From an optimization exercise on the open Yosys and OpenROAD flow, aimed at small area, a short achievable clock period and few clock cycles; shortcuts taken in it are not production practice.

Design stereo_rms_level_smoother, start of the top module:
module stereo_rms_level_smoother (
  input  wire logic                 clk,
  input  wire logic                 rst_n,
  input  wire logic                 in_valid,
  output logic                      in_stall,
  input  wire logic signed [15:0]   in_left_sample,
  input  wire logic signed [15:0]   in_right_sample,
  input  wire logic                 in_last_frame,
  output logic                      out_valid,
  input  wire logic                 out_stall,
  output logic [14:0]               out_rms_level,
  output logic [14:0]               out_smoothed_level,
  output logic [11:0]               out_radius,
  input  wire logic                 cfg_we,
  input  wire logic [2:0]           cfg_index,
  input  wire logic [15:0]          cfg_wdata
);
Size in the first run: ~3500 cells after synthesis, ~100 I/O pins, ~0.032 mm^2 of cells after synthesis.
==> flow/config.mk <==
export PLATFORM = sky130hd
export DESIGN_NAME = stereo_rms_level_smoother
export DESIGN_NICKNAME = stereo_rms_level_smoother
export VERILOG_FILES = /design/flow/design.v
export SDC_FILE = /design/flow/constraint.sdc
export NUM_CORES = 4
export LEC_CHECK = 0
export CAP_MARGIN = 60
export CORE_MARGIN = 2
export CORE_UTILIZATION = 40
export SLEW_MARGIN = 60
==> flow/constraint.sdc <==
create_clock -name core_clock -period 12.0 [get_ports {clk}]
set_input_delay 2.4000 -clock core_clock [delete_from_list [all_inputs] [get_ports {clk}]]
set_output_delay 2.4000 -clock core_clock [all_outputs]
set_load 0.01 [all_outputs]
run.sh (not shown) runs the stock make flow with config.mk's settings and CLKGATE_MAP_FILE= SYNTH_SCRIPT=/design/flow/synth_recipe.tcl, a recipe that flattens the netlist after the stock synthesis.
==> next run, changes <==
--- a/flow/design.v
+++ b/flow/design.v
@@ -731,42 +731,40 @@
   output logic             out_valid,
   output logic             ov_n,
   output logic [14:0]      out_rms,
   output logic [14:0]      s_cur,
   output logic [14:0]      out_sm,
   output logic [11:0]      out_rad
 );
   logic        busy, above, ovf, neg;
   logic [4:0]  cnt;
   logic [27:0] pr;
   logic        fin, busy_n;
-  logic [11:0] amag, dhl, dlh;
+  logic [11:0] amag;
   logic [15:0] h;
   logic [14:0] dm, ab_s;
   logic [17:0] t, m0, m1, m2, cs_s, cs_c;
   logic [15:0] ov;
   logic [16:0] x1, y1;
   logic [13:0] rs;
   logic [11:0] rad;
-  logic        dhl_co, dlh_co, dm_co, ov_co, ab_co;
+  logic        dhl_co, dm_co, ov_co, ab_co;
   assign fin    = busy && ((cnt == 5'd0 && !above) || cnt == 5'd18);
   assign busy_n = rst_n && (load || (busy && !fin));
   assign ov_n   = rst_n && (fin || (out_valid && out_stall));
   assign idle   = !busy;
   assign idle_n = !busy_n;
   always_ff @(posedge clk) begin
     neg <= hi < lo;
   end
-  srls_add #(12) u_dhl (.a(hi), .b(~lo), .ci(1'b1), .s(dhl), .co(dhl_co));
-  srls_add #(12) u_dlh (.a(lo), .b(~hi), .ci(1'b1), .s(dlh), .co(dlh_co));
-  assign amag = neg ? dlh : dhl;
+  srls_add #(12) u_dhl (.a(neg ? lo : hi), .b(~(neg ? hi : lo)), .ci(1'b1), .s(amag), .co(dhl_co));
   srls_add #(15) u_dm (.a(d), .b({15{1'b1}}), .ci(1'b0), .s(dm), .co(dm_co));
   assign h = neg ? {2'b0, dm[14:1]} : {2'b0, d[14:1]};
   srls_add #(15) u_ab (.a(th), .b(~smoothed), .ci(1'b1), .s(ab_s), .co(ab_co));
   assign m0   = {2'b0, pr[27:12]};
   assign m1   = pr[0] ? {3'b0, s_cur} : 18'd0;
   assign m2   = pr[1] ? {2'b0, s_cur, 1'b0} : 18'd0;
   assign cs_s = m0 ^ m1 ^ m2;
   assign cs_c = (m0 & m1) | (m0 & m2) | (m1 & m2);
   assign t    = cs_s + {cs_c[16:0], 1'b0};
   srls_add #(16) u_ov (.a(pr[27:12]), .b(~{1'b0, d}), .ci(1'b1), .s(ov), .co(ov_co));
   assign y1 = {pr[27:12], pr[11]};
@@ -851,63 +849,74 @@
         default: ;
       endcase
     end
   end
   logic [15:0] lm_r, rm_r;
   logic        v_r, en_r, last_r;
   logic        closed_r, closed_n, stall_r;
   logic        a_ready, a_ready_n, a_ready2_n;
   logic        take, en_next, closing;
   logic [37:0] sum_r, carry_r, acc_s, acc_c, sum_s, sum_c, total;
   logic [8:0]  n_r, n_add;
-  logic        handoff, fresh_r;
+  logic        handoff, clr_r, accept_r, stall_n;
   assign closing  = v_r && last_r;
   assign handoff  = closed_r && a_ready;
   assign in_stall = stall_r;
-  assign take     = rst_n && in_valid && !stall_r;
+  assign take     = rst_n && in_valid && accept_r;
   assign n_add    = n_r + 9'(en_r);
   assign en_next  = take && (closing || closed_r || !n_add[8]);
   assign closed_n = rst_n && (closing || (closed_r && !handoff));
+  assign stall_n  = rst_n && ((take && in_last_frame && !a_ready2_n) || (closed_n && !a_ready_n));
   logic [15:0] l_abs, r_abs;
-  assign l_abs = 16'(in_left_sample[15]  ? -in_left_sample  : in_left_sample);
-  assign r_abs = 16'(in_right_sample[15] ? -in_right_sample : in_right_sample);
+  always_comb begin
+    logic lo_or, ro_or;
+    lo_or = 1'b0;
+    ro_or = 1'b0;
+    for (int i = 0; i < 16; i++) begin
+      l_abs[i] = in_left_sample[i]  ^ (in_left_sample[15]  & lo_or);
+      r_abs[i] = in_right_sample[i] ^ (in_right_sample[15] & ro_or);
+      lo_or    = lo_or | in_left_sample[i];
+      ro_or    = ro_or | in_right_sample[i];
+    end
+  end
   always_ff @(posedge clk) begin
     v_r     <= take;
     en_r    <= en_next;
     last_r  <= in_last_frame;
-    stall_r <= rst_n && ((take && in_last_frame && !a_ready2_n) || (closed_n && !a_ready_n));
+    stall_r  <= stall_n;
+    accept_r <= !stall_n;
     lm_r    <= en_next ? l_abs : 16'd0;
     rm_r    <= en_next ? r_abs : 16'd0;
   end
-  assign acc_s = (handoff || fresh_r) ? 38'd0 : sum_r;
-  assign acc_c = (handoff || fresh_r) ? 38'd0 : carry_r;
+  assign acc_s = clr_r ? 38'd0 : sum_r;
+  assign acc_c = clr_r ? 38'd0 : carry_r;
   srls_addsub u_acc (
     .lm  (lm_r),
     .rm  (rm_r),
     .as_ (acc_s),
     .ac  (acc_c),
     .ys  (sum_s),
     .yc  (sum_c)
   );
   logic total_co;
   srls_add #(38) u_cpa (
     .a  (sum_r),
     .b  (carry_r),
     .ci (1'b0),
     .s  (total),
     .co (total_co)
   );
   always_ff @(posedge clk) begin
     sum_r   <= sum_s;
     carry_r <= sum_c;
-    fresh_r <= !rst_n;
+    clr_r   <= !rst_n || (closed_n && a_ready_n);
     if (!rst_n) begin
       n_r      <= '0;
       closed_r <= 1'b0;
     end else begin
       n_r      <= handoff ? 9'(en_r) : n_add;
       closed_r <= closed_n;
     end
   end
   logic        xfer, pre, b_idle, b_idle_n, ov_n;
   logic [14:0] rms, smoothed, s_cur;
   srls_seq u_level (
Wire length is lower by a few percent.
Setup slack improved by 0.49 ns.
Worst hold slack is about the same.
Fmax goes up by roughly a tenth.
Core utilization stays flat.
Register-to-register slack gets better by 0.77 ns.
Count of clock-buffer cells in the layout does not change.
Via count goes down slightly.
Die area went up slightly.
Sequential cell count came out higher by 1.
No functional check of the RTL was part of any run of this note.

## static timing again, ports no longer ideal
The flow's constraints put no driver on any port. The routed layouts listed below were extracted and timed again, unchanged, in two steps.
Step 1, drivers: a clkbuf_16 drives clk and a buf_2 each remaining input, both assumed.
Step 2 also shifts input and output timing later by t, the mid clock arrival at the registers, as if the neighbouring blocks saw the same clock.
Three values: ideal, step 1, step 2; two values: the first two.
run | t (ns) | setup slack, ns | hold WS [ns] | worst setup path after step 2 | clock arrival spread, ns
the first run | 0.657 | 7.080 / 7.080 / 7.080 | 0.454 / 0.454 / 0.454 | register to register | 0.063 / 0.064
the second run | 0.642 | 7.574 / 7.610 / 6.968 | 0.456 / 0.456 / 0.456 | input to register | 0.036 / 0.036
After both steps setup and hold are still met in every run listed. The setup slack of the second run, which loses most, moves by +0.036 ns with the drivers and by -0.606 ns with both steps.
